What follows belongs to an exercise in optimizing a design on an open flow for small area and a short achievable clock period; a production flow would make more cautious choices.
RTL that was checked went through simulation tests only; none was proved equivalent to the original.
The clock port is modelled as an ideal driver; clocking choices that lean on that would not hold on a real chip.
Power and IR drop assume default switching activity.

== main ==
## spi_acl_responder
module spi_acl_responder #(
  parameter int          ADDR_W  = 6,
  parameter logic [7:0]  DEVID   = 8'hAD,
  parameter int          SYNC_FF = 2
) (
  input  logic              CLK,
  input  logic              RST,
  input  logic              SCLK,
  input  logic              SS,
  input  logic              SDI,
  output logic              SDO,
  input  logic              smp_valid,
  input  logic [7:0]        smp_x,
  input  logic [7:0]        smp_y,
  input  logic [7:0]        smp_z,
  output logic [7:0]        pwr_ctl,
  output logic              wr_stb,
  output logic [ADDR_W-1:0] wr_addr,
  output logic [7:0]        wr_data,
  output logic              frame_done,
  output logic              cmd_err
);
Size in the first run: ~1300 cells after synthesis, about 56 I/O pins, about 16000 µm² of cells after synthesis.
==> flow/config.mk <==
export PLATFORM = sky130hd
export DESIGN_NAME = spi_acl_responder
export DESIGN_NICKNAME = spi_acl_responder
export VERILOG_FILES = /design/flow/design.v
export SDC_FILE = /design/flow/constraint.sdc
export NUM_CORES = 4
export LEC_CHECK = 0
export ABC_AREA = 1
export ABC_CLOCK_PERIOD_IN_PS = 2200
export CAP_MARGIN = 20
export CORE_MARGIN = 2
export CORE_UTILIZATION = 65
export CTS_BUF_LIST = sky130_fd_sc_hd__clkbuf_16
export CTS_CLUSTER_DIAMETER = 60
export CTS_CLUSTER_SIZE = 30
export PLACE_DENSITY = 0.75
export SETUP_SLACK_MARGIN = 4.0
export SLEW_MARGIN = 20
==> flow/constraint.sdc <==
create_clock -name core_clock -period 6.0 [get_ports {CLK}]
set_input_delay 1.2000 -clock core_clock [delete_from_list [all_inputs] [get_ports {CLK}]]
set_output_delay 1.2000 -clock core_clock [all_outputs]
set_load 0.01 [all_outputs]
standard.sh (not shown) runs the stock make flow with config.mk's settings and CLKGATE_MAP_FILE= SYNTH_SCRIPT=/design/flow/synth_recipe.tcl, a recipe that flattens the netlist after the stock synthesis.
==> flow/flow/run.sh <==
#!/bin/bash
set -euo pipefail
export BUFFER_PORTS_ARGS="-buffer_cell sky130_fd_sc_hd__buf_2"
export CTS_ARGS="-sink_clustering_enable -repair_clock_nets -sink_clustering_size 30 -sink_clustering_max_diameter 60 -buf_list sky130_fd_sc_hd__clkbuf_16 -dont_use_dummy_load"
export POST_CTS_TCL="$PWD/flow/quad_clk.tcl"
bash standard.sh > standard.log 2>&1
Other scripts of this flow, unchanged in this note and not shown: flow/flow/quad_clk.tcl
The inputs of the feature branch differ from those of main as listed below.
--- a/flow/design.v
+++ b/flow/design.v
@@ -39,26 +39,26 @@
   logic [7:0] sr, rx_next, rx_pre, tx_next;
   logic [5:0] addr, addr_inc;
   logic       addr_bad, is_rd, got_byte, read_only;
   logic       byte_done, c_wr, c_rd, wr_ok_q, wr_en, tx_load, tx_shift, rx_shift, to_rdata;
   logic       sdo_n, ss_o;
   logic [7:0] pwr_q, smp_xq, smp_yq, smp_zq;
   logic       smp_ok;
   logic [5:0] pre_addr;
   logic       pre_bad, f_dev, f_smp, f_y, f_z, f_c0, f_c1;
   logic [7:0] ld_val, smp_sel;
-  logic [4:0] rot;
+  logic [3:0] rot;
   logic       clr;
   logic [4:0] pa;
-  logic       pa_ab, pa_rb, pa_r1, pa_rh;
+  logic       pa_ab, pa_rb, pa_16;
   logic [7:0] tap [8];
-  logic [3:0] ins, ins_hit;
+  logic [4:0] ins, ins_hit;
   logic       stb_d;
   logic [5:0] ins_addr;
   logic [7:0] ins_data;
   logic [7:0] tap_sel;
   logic [2:0] cap_sel;
   logic       cap0, cap1;
   logic [7:0] cand0, cand1;
   assign sclk_s  = sclk_sync[1];
   assign ss_s    = ss_sync[1];
   assign sdi_s   = sdi_sync[1];
@@ -162,67 +162,67 @@
     if (smp_valid) begin
       smp_xq <= smp_x;
       smp_yq <= smp_y;
       smp_zq <= smp_z;
     end
     if (RST) smp_ok <= 1'b0;
     else if (smp_valid) smp_ok <= 1'b1;
   end
   always_ff @(posedge CLK) begin
     if (RST) begin
-      rot <= 5'd0;
+      rot <= 4'd0;
       clr <= 1'b1;
     end else begin
-      rot <= rot + 5'd1;
-      if (rot == 5'd31) clr <= 1'b0;
+      rot <= rot + 4'd1;
+      if (rot == 4'd15) clr <= 1'b0;
     end
   end
   always_ff @(posedge CLK) begin
     ins_addr <= wr_addr;
     stb_d    <= wr_en;
     if (RST) ins_data <= 8'h00;
     else     ins_data <= wr_data;
-    for (int r = 0; r < 4; r++) ins[r] <= clr || (ins_hit[r] && !stb_d);
+    for (int r = 0; r < 5; r++) ins[r] <= clr || (ins_hit[r] && !stb_d);
   end
   assign ins_hit[0] = (ins_addr[5:3] == 3'd0 && ins_addr[2:0] == rot[2:0]) ||
                       (ins_addr == 6'h0B && rot[2:0] == 3'd0);
   assign ins_hit[1] = ins_addr[5:2] == 4'b0011 && ins_addr[1:0] == rot[1:0];
-  assign ins_hit[2] = ins_addr[5:4] == 2'd1 && ins_addr[3:0] == rot[3:0];
-  assign ins_hit[3] = ins_addr[5] && ins_addr[4:0] == rot;
-  logic [63:0]  ring_a;
-  logic [31:0]  ring_b;
-  logic [127:0] ring_1;
-  logic [255:0] ring_h;
+  for (genvar k = 1; k < 4; k++) begin : g_ins
+    assign ins_hit[k+1] = ins_addr[5:4] == 2'(k) && ins_addr[3:0] == rot;
+  end
+  logic [63:0] ring_a;
+  logic [31:0] ring_b;
+  logic [127:0] ring_1, ring_2, ring_3;
   always_ff @(posedge CLK) begin
     ring_a <= {ring_a[7:0], ins[0] ? ins_data : ring_a[63:56], ring_a[55:8]};
     ring_b <= {ring_b[7:0], ins[1] ? ins_data : ring_b[31:24], ring_b[23:8]};
     ring_1 <= {ring_1[7:0], ins[2] ? ins_data : ring_1[127:120], ring_1[119:8]};
-    ring_h <= {ring_h[7:0], ins[3] ? ins_data : ring_h[255:248], ring_h[247:8]};
+    ring_2 <= {ring_2[7:0], ins[3] ? ins_data : ring_2[127:120], ring_2[119:8]};
+    ring_3 <= {ring_3[7:0], ins[4] ? ins_data : ring_3[127:120], ring_3[119:8]};
   end
   assign tap[0] = ring_a[63:56];
   assign tap[1] = ring_b[31:24];
   assign tap[2] = ring_1[127:120];
   assign tap[3] = ring_1[63:56];
-  assign tap[4] = ring_h[255:248];
-  assign tap[5] = ring_h[63:56];
-  assign tap[6] = ring_h[127:120];
-  assign tap[7] = ring_h[191:184];
+  assign tap[4] = ring_2[127:120];
+  assign tap[5] = ring_2[63:56];
+  assign tap[6] = ring_3[127:120];
+  assign tap[7] = ring_3[63:56];
   always_comb begin
     if (state == S_ADDR) pa = (bit_cnt == 3'd7) ? sr[4:0] : {sr[3:0], sdi_s};
     else                 pa = addr_inc[5:1];
   end
   assign pa_ab = pa == 5'b00101;
   assign pa_rb = pa[4:2] == 3'd1 && pa[1];
-  assign pa_r1 = pa[4:3] == 2'd1;
-  assign pa_rh = pa[4];
-  always_ff @(posedge CLK) begin
-    cap_sel <= pa_rh ? {1'b1, pa[3:2] - rot[4:3]} : pa_r1 ? {2'b01, pa[2] ^ rot[3]} : {2'd0, pa_rb};
+  assign pa_16 = pa[4:3] != 2'd0;
+  always_ff @(posedge CLK) begin
+    cap_sel <= pa_16 ? {pa[4:3], pa[2] ^ rot[3]} : {2'd0, pa_rb};
     cap0    <= pa_rb ? rot[1:0] == {pa[0], 1'b0} : rot[2:0] == {pa[1:0], 1'b0};
     cap1    <= pa_rb ? rot[1:0] == {pa[0], 1'b1} : pa_ab ? rot[2:0] == 3'd0 : rot[2:0] == {pa[1:0], 1'b1};
   end
   assign tap_sel = tap[cap_sel];
   always_ff @(posedge CLK) begin
     if (cap0) cand0 <= tap_sel;
     if (cap1) cand1 <= tap_sel;
   end
   always_ff @(posedge CLK) begin
     if (RST) begin
## What came out
main: full flow OK, the timing, design-rule and antenna checks passed
Both conditions hold for the feature branch: the flow ran to the end and the final layout passed the timing, design-rule and antenna checks.
Non-filler instance count after layout, the feature branch vs main: down slightly
On hold slack, the lower figure sits with main, not the feature branch.
Share of cell area taken by flip-flops and latches: main and the feature branch compared, lower one is main
Setup slack in the feature branch is smaller than in main.
The feature branch gives less final core area utilization than main did.
Going from main to the feature branch, multi-input logic cell count went down; met3 layer usage reported by global route went down; die area went down.
Compared with main, the feature branch shows a register-to-register setup slack that is 0.03 ns higher.
The layout cell share with drive strength beyond 1 of the feature branch is lower than that of main.
Via total after detailed routing went up slightly going from main to the feature branch.
Overall power after layout across main and the feature branch: no real change.
Lower wire length goes to the feature branch over main.
Only the layout flow was run in main; the RTL was not checked for function there.

========
spi_acl_responder, a different RTL version from the one above (not shown whole).
For scale: ~1400 cells after synthesis, about 610 flip-flops, ~56 I/O pins, roughly 0.016 sq mm of cells after synthesis.
clock: 6.0 ns
lec_check: 0
abc_area: 1
abc_clock_period_in_ps: 2200
cap_margin: 20
core_margin: 2
core_utilization: 65
cts_buf_list: sky130_fd_sc_hd__clkbuf_16
cts_cluster_diameter: 60
cts_cluster_size: 30
place_density: 0.75
setup_slack_margin: 4.0
slew_margin: 20
Scripts as last shown in full above: flow/flow/run.sh
Other scripts of this flow, unchanged in this note and not shown: flow/flow/quad_clk.tcl
Next try:
--- a/flow/design.v
+++ b/flow/design.v
@@ -38,24 +38,24 @@
   logic [2:0] bit_cnt;
   logic [7:0] sr, rx_next, rx_pre, tx_next;
   logic [5:0] addr, addr_inc;
   logic       addr_bad, is_rd, got_byte, read_only;
   logic       bd_pre, byte_done, c_wr, c_rd, wr_en, tx_load, tx_shift, rx_shift, to_rdata;
   logic       sdo_q;
   logic [7:0] pwr_q, smp_xq, smp_yq, smp_zq;
   logic       smp_ok;
   logic [5:0] pre_addr;
-  logic       pre_bad, f_dev, f_smp, f_y, f_z, f_c0, f_c1;
+  logic       pre_bad, f_dev, f_smp, f_y, f_z, f_pwr, f_c0, f_c1;
   logic [7:0] ld_val, smp_sel;
-  logic [2:0] rot8;
+  logic [2:0] rot8, rot7, rot5;
   logic       clr;
   logic [4:0] pa;
-  logic       pa_ab, pa_r1;
+  logic [2:0] hl [8];
   logic [7:0] tail [8];
   logic [7:0] ins;
   logic [5:0] ins_addr;
   logic [7:0] ins_data;
   logic [7:0] tail_sel;
   logic [2:0] cap_sel;
   logic       cap0, cap1;
   logic [7:0] cand0, cand1;
   assign sclk_s  = sclk_sync[1];
@@ -117,23 +117,24 @@
       pre_addr = addr_inc;
       pre_bad  = addr_bad;
     end
   end
   always_ff @(posedge CLK) begin
     f_dev <= !pre_bad && pre_addr == A_DEV;
     f_smp <= !pre_bad && (pre_addr == A_X || pre_addr == A_Y || pre_addr == A_Z);
     f_y   <= pre_addr[0];
     f_z   <= pre_addr[1];
+    f_pwr <= !pre_bad && pre_addr == A_PWR;
     f_c0  <= !pre_bad && !pre_addr[0] && pre_addr != A_DEV && pre_addr != A_X && pre_addr != A_Z;
-    f_c1  <= !pre_bad && pre_addr[0] && pre_addr != A_Y;
+    f_c1  <= !pre_bad && pre_addr[0] && pre_addr != A_Y && pre_addr != A_PWR;
   end
   assign smp_sel = f_z ? smp_zq : f_y ? smp_yq : smp_xq;
-  assign ld_val  = ({8{f_dev}} & DEVID) | ({8{f_smp && smp_ok}} & smp_sel) |
+  assign ld_val  = ({8{f_dev}} & DEVID) | ({8{f_smp && smp_ok}} & smp_sel) | ({8{f_pwr}} & pwr_q) |
                    ({8{f_c0}} & cand0) | ({8{f_c1}} & cand1);
   assign to_rdata = (state == S_ADDR && is_rd) || state == S_RDATA;
   assign tx_load  = byte_done && to_rdata;
   assign tx_shift = active && state == S_RDATA && fall && bit_cnt != 3'd0;
   assign rx_shift = active && state != S_RDATA && rise;
   assign tx_next  = tx_load ? ld_val : tx_shift ? {sr[6:0], 1'b0} : rx_shift ? rx_next : sr;
   always_ff @(posedge CLK) begin
     sr <= tx_next;
     if (!active) begin
@@ -163,54 +164,66 @@
       smp_yq <= smp_y;
       smp_zq <= smp_z;
     end
     if (RST) smp_ok <= 1'b0;
     else if (smp_valid) smp_ok <= 1'b1;
   end
   always_ff @(posedge CLK) begin
     if (RST) begin
       rot8 <= 3'd0;
+      rot7 <= 3'd1;
+      rot5 <= 3'd3;
       clr  <= 1'b1;
     end else begin
       rot8 <= rot8 + 3'd1;
+      rot7 <= (rot7 == 3'd7) ? 3'd1 : rot7 + 3'd1;
+      rot5 <= (rot5 == 3'd7) ? 3'd3 : rot5 + 3'd1;
       if (rot8 == 3'd7) clr <= 1'b0;
     end
   end
+  assign hl[0] = rot7;
+  assign hl[1] = rot5;
+  assign hl[2] = rot8;
+  assign hl[3] = rot8;
+  assign hl[4] = rot8;
+  assign hl[5] = (rot7 == 3'd5) ? 3'd0 : rot7;
+  assign hl[6] = rot8;
+  assign hl[7] = rot8;
   function automatic int rlen(input int r);
-    rlen = (r == 1) ? 4 : 8;
+    case (r)
+      0:       rlen = 7;
+      1:       rlen = 5;
+      5:       rlen = 7;
+      default: rlen = 8;
+    endcase
   endfunction
   always_ff @(posedge CLK) begin
     ins_addr <= wr_addr;
     if (RST) ins_data <= 8'h00;
     else     ins_data <= wr_data;
   end
-  assign ins[0] = clr || (ins_addr[5:3] == 3'd0 && ins_addr[2:0] == rot8) ||
-                  (ins_addr == 6'h0B && rot8 == 3'd0);
-  assign ins[1] = clr || (ins_addr[5:2] == 4'b0011 && ins_addr[1:0] == rot8[1:0]);
-  for (genvar r = 2; r < 8; r++) begin : g_ins
-    assign ins[r] = clr || (ins_addr[5:3] == 3'(r) && ins_addr[2:0] == rot8);
+  for (genvar r = 0; r < 8; r++) begin : g_ins
+    assign ins[r] = clr || (ins_addr[5:3] == 3'(r) && ins_addr[2:0] == hl[r]);
   end
   for (genvar r = 0; r < 8; r++) begin : g_ring
     localparam int L = rlen(r);
     logic [8*L-1:0] q;
     assign tail[r] = q[8*L-1:8*L-8];
     always_ff @(posedge CLK) q <= {ins[r] ? ins_data : q[7:0], q[8*L-1:8]};
   end
   always_comb begin
     if (state == S_ADDR) pa = (bit_cnt == 3'd7) ? sr[4:0] : {sr[3:0], sdi_s};
     else                 pa = addr_inc[5:1];
   end
-  assign pa_ab = pa == 5'b00101;
-  assign pa_r1 = pa[4:2] == 3'd1 && pa[1];
-  always_ff @(posedge CLK) begin
-    cap_sel <= pa_ab ? 3'd0 : pa[4:2];
-    cap0    <= pa_r1 ? rot8[1:0] == {pa[0], 1'b0} : rot8 == {pa[1:0], 1'b0};
-    cap1    <= pa_r1 ? rot8[1:0] == {pa[0], 1'b1} : pa_ab ? rot8 == 3'd0 : rot8 == {pa[1:0], 1'b1};
+  always_ff @(posedge CLK) begin
+    cap_sel <= pa[4:2];
+    cap0    <= hl[pa[4:2]] == {pa[1:0], 1'b0};
+    cap1    <= hl[pa[4:2]] == {pa[1:0], 1'b1};
   end
   assign tail_sel = tail[cap_sel];
   always_ff @(posedge CLK) begin
     if (cap0) cand0 <= tail_sel;
     if (cap1) cand1 <= tail_sel;
   end
   always_ff @(posedge CLK) begin
     if (RST) begin
       wr_stb     <= 1'b0;
Final area came out higher by a few percent.
Die area came out higher slightly.
Critical path depth stays the same.
Clock power increases by a few percent.
Via count is about the same.
Power climbs by a few percent.
Synthesized cell count is lower by a few percent.
Synthesized area rises slightly.
First-iteration DRC count decreases by a few percent.
Sequential share of layout area is lower by 2.2 points.
Worst hold slack stays flat.
Sequential cell count drops by 1.
Utilization went up by 2.1 points.
Function not checked in the first run of this note: the RTL went through the layout flow alone.

========
== v13 ==
spi_acl_responder, a different RTL version from the one above (not shown whole).
Size in the first run: roughly 1300 cells after synthesis, roughly 620 flip-flops, ~56 I/O pins, roughly 16000 um^2 of cells after synthesis.
Settings: LEC_CHECK=0, ABC_AREA=1, ABC_CLOCK_PERIOD_IN_PS=2200, CAP_MARGIN=20, CORE_MARGIN=2, CORE_UTILIZATION=65, CTS_BUF_LIST=sky130_fd_sc_hd__clkbuf_16, CTS_CLUSTER_DIAMETER=60, CTS_CLUSTER_SIZE=30, PLACE_DENSITY=0.75, SETUP_SLACK_MARGIN=4.0, SLEW_MARGIN=20; clock period 6.0 ns.
Scripts as last shown in full above: flow/flow/run.sh
Other scripts of this flow, unchanged in this note and not shown: flow/flow/quad_clk.tcl
Input-level comparison between v23 and v13:
-- flow/design.v --
<<< v13, line 47
  logic       pre_bad, f_dev, f_smp, f_y, f_z, f_c0, f_c1;
  logic [7:0] ld_val, smp_sel;
  logic [4:0] rot;
  logic       clr;
  logic [4:0] pa;
  logic       pa_ab, pa_rb, pa_r1, pa_rh;
  logic [7:0] tap [8];
  logic [3:0] ins, ins_hit;
  logic       stb_d;
  logic [5:0] ins_addr;
>>> v23, line 47
  logic       pre_bad, f_dev, f_smp, f_y, f_z, f_c0, f_c1;
  logic [7:0] ld_val, smp_sel;
  logic [3:0] rot;
  logic       clr;
  logic [4:0] pa;
  logic       pa_ab, pa_rb, pa_16;
  logic [7:0] tap [8];
  logic [4:0] ins, ins_hit;
  logic       stb_d;
  logic [5:0] ins_addr;
<<< v13, line 170
  always_ff @(posedge CLK) begin
    if (RST) begin
      rot <= 5'd0;
      clr <= 1'b1;
    end else begin
      rot <= rot + 5'd1;
      if (rot == 5'd31) clr <= 1'b0;
    end
  end
>>> v23, line 170
  always_ff @(posedge CLK) begin
    if (RST) begin
      rot <= 4'd0;
      clr <= 1'b1;
    end else begin
      rot <= rot + 4'd1;
      if (rot == 4'd15) clr <= 1'b0;
    end
  end
<<< v13, line 182
    if (RST) ins_data <= 8'h00;
    else     ins_data <= wr_data;
    for (int r = 0; r < 4; r++) ins[r] <= clr || (ins_hit[r] && !stb_d);
  end
  assign ins_hit[0] = (ins_addr[5:3] == 3'd0 && ins_addr[2:0] == rot[2:0]) ||
                      (ins_addr == 6'h0B && rot[2:0] == 3'd0);
  assign ins_hit[1] = ins_addr[5:2] == 4'b0011 && ins_addr[1:0] == rot[1:0];
  assign ins_hit[2] = ins_addr[5:4] == 2'd1 && ins_addr[3:0] == rot[3:0];
  assign ins_hit[3] = ins_addr[5] && ins_addr[4:0] == rot;
  logic [63:0]  ring_a;
  logic [31:0]  ring_b;
  logic [127:0] ring_1;
  logic [255:0] ring_h;
  always_ff @(posedge CLK) begin
    ring_a <= {ring_a[7:0], ins[0] ? ins_data : ring_a[63:56], ring_a[55:8]};
    ring_b <= {ring_b[7:0], ins[1] ? ins_data : ring_b[31:24], ring_b[23:8]};
    ring_1 <= {ring_1[7:0], ins[2] ? ins_data : ring_1[127:120], ring_1[119:8]};
    ring_h <= {ring_h[7:0], ins[3] ? ins_data : ring_h[255:248], ring_h[247:8]};
  end
  assign tap[0] = ring_a[63:56];
>>> v23, line 182
    if (RST) ins_data <= 8'h00;
    else     ins_data <= wr_data;
    for (int r = 0; r < 5; r++) ins[r] <= clr || (ins_hit[r] && !stb_d);
  end
  assign ins_hit[0] = (ins_addr[5:3] == 3'd0 && ins_addr[2:0] == rot[2:0]) ||
                      (ins_addr == 6'h0B && rot[2:0] == 3'd0);
  assign ins_hit[1] = ins_addr[5:2] == 4'b0011 && ins_addr[1:0] == rot[1:0];
  for (genvar k = 1; k < 4; k++) begin : g_ins
    assign ins_hit[k+1] = ins_addr[5:4] == 2'(k) && ins_addr[3:0] == rot;
  end
  logic [63:0] ring_a;
  logic [31:0] ring_b;
  logic [127:0] ring_1, ring_2, ring_3;
  always_ff @(posedge CLK) begin
    ring_a <= {ring_a[7:0], ins[0] ? ins_data : ring_a[63:56], ring_a[55:8]};
    ring_b <= {ring_b[7:0], ins[1] ? ins_data : ring_b[31:24], ring_b[23:8]};
    ring_1 <= {ring_1[7:0], ins[2] ? ins_data : ring_1[127:120], ring_1[119:8]};
    ring_2 <= {ring_2[7:0], ins[3] ? ins_data : ring_2[127:120], ring_2[119:8]};
    ring_3 <= {ring_3[7:0], ins[4] ? ins_data : ring_3[127:120], ring_3[119:8]};
  end
  assign tap[0] = ring_a[63:56];
<<< v13, line 203
  assign tap[2] = ring_1[127:120];
  assign tap[3] = ring_1[63:56];
  assign tap[4] = ring_h[255:248];
  assign tap[5] = ring_h[63:56];
  assign tap[6] = ring_h[127:120];
  assign tap[7] = ring_h[191:184];
  always_comb begin
    if (state == S_ADDR) pa = (bit_cnt == 3'd7) ? sr[4:0] : {sr[3:0], sdi_s};
>>> v23, line 204
  assign tap[2] = ring_1[127:120];
  assign tap[3] = ring_1[63:56];
  assign tap[4] = ring_2[127:120];
  assign tap[5] = ring_2[63:56];
  assign tap[6] = ring_3[127:120];
  assign tap[7] = ring_3[63:56];
  always_comb begin
    if (state == S_ADDR) pa = (bit_cnt == 3'd7) ? sr[4:0] : {sr[3:0], sdi_s};
<<< v13, line 213
  assign pa_ab = pa == 5'b00101;
  assign pa_rb = pa[4:2] == 3'd1 && pa[1];
  assign pa_r1 = pa[4:3] == 2'd1;
  assign pa_rh = pa[4];
  always_ff @(posedge CLK) begin
    cap_sel <= pa_rh ? {1'b1, pa[3:2] - rot[4:3]} : pa_r1 ? {2'b01, pa[2] ^ rot[3]} : {2'd0, pa_rb};
    cap0    <= pa_rb ? rot[1:0] == {pa[0], 1'b0} : rot[2:0] == {pa[1:0], 1'b0};
    cap1    <= pa_rb ? rot[1:0] == {pa[0], 1'b1} : pa_ab ? rot[2:0] == 3'd0 : rot[2:0] == {pa[1:0], 1'b1};
>>> v23, line 214
  assign pa_ab = pa == 5'b00101;
  assign pa_rb = pa[4:2] == 3'd1 && pa[1];
  assign pa_16 = pa[4:3] != 2'd0;
  always_ff @(posedge CLK) begin
    cap_sel <= pa_16 ? {pa[4:3], pa[2] ^ rot[3]} : {2'd0, pa_rb};
    cap0    <= pa_rb ? rot[1:0] == {pa[0], 1'b0} : rot[2:0] == {pa[1:0], 1'b0};
    cap1    <= pa_rb ? rot[1:0] == {pa[0], 1'b1} : pa_ab ? rot[2:0] == 3'd0 : rot[2:0] == {pa[1:0], 1'b1};
--- outcome ---
The met3 routed wirelength number comes out lower for v23 vs v13.
| overall power consumption | v23 vs v13 | ≈ equal |
v23: full flow OK, the timing, design-rule and antenna checks passed
Portion of total power attributed to the clock network in v23 is 0.8 points above v13.
When v23 is measured against v13, its global-route usage over all layers turns out 0.72 points lower.
Between v23 and v13, the difference in average vias per placed instance is negligible.
Function not checked in v13: the RTL went through the layout flow alone.

[afterwards: timing with drivers on the ports]
In the flow no input, the clock included, has a driving cell. The finished layouts below were timed again as built, in two steps. Step 1, drivers: a clkbuf_16 drives CLK and a buf_2 each remaining input, both assumed. Step 2, shift: input delay + t, output delay - t, t = (earliest + latest rising clock arrival at the registers) / 2. This alone moves slack from input paths to output paths. Slacks: ideal / step 1 / step 2; pairs: ideal / step 1.
| run | t, ns | setup WS [ns] | latest minus earliest clock arrival (ns) | cell pins on the clock port's net |
|---|---|---|---|---|
| main | 0.446 | 3.914 / 3.807 / 3.759 | 0.051 / 0.050 | 4 |
| the feature branch | 0.446 | 3.897 / 3.795 / 3.826 | 0.052 / 0.052 | 4 |
| the first run of note 2 | 0.449 | 3.980 / 3.873 / 3.693 | 0.039 / 0.039 | 4 |
| the second run of note 2 | 0.446 | 3.950 / 3.848 / 3.783 | 0.050 / 0.050 | 4 |
| v13 | 0.441 | 3.939 / 3.836 / 3.742 | 0.042 / 0.042 | 4 |
| v23 | 0.432 | 3.981 / 3.881 / 3.726 | 0.049 / 0.049 | 4 |
After both steps every run listed still meets setup and hold. For the first run of note 2, which loses most, drivers alone change the setup slack by -0.107 ns; drivers and shift together by -0.287 ns.
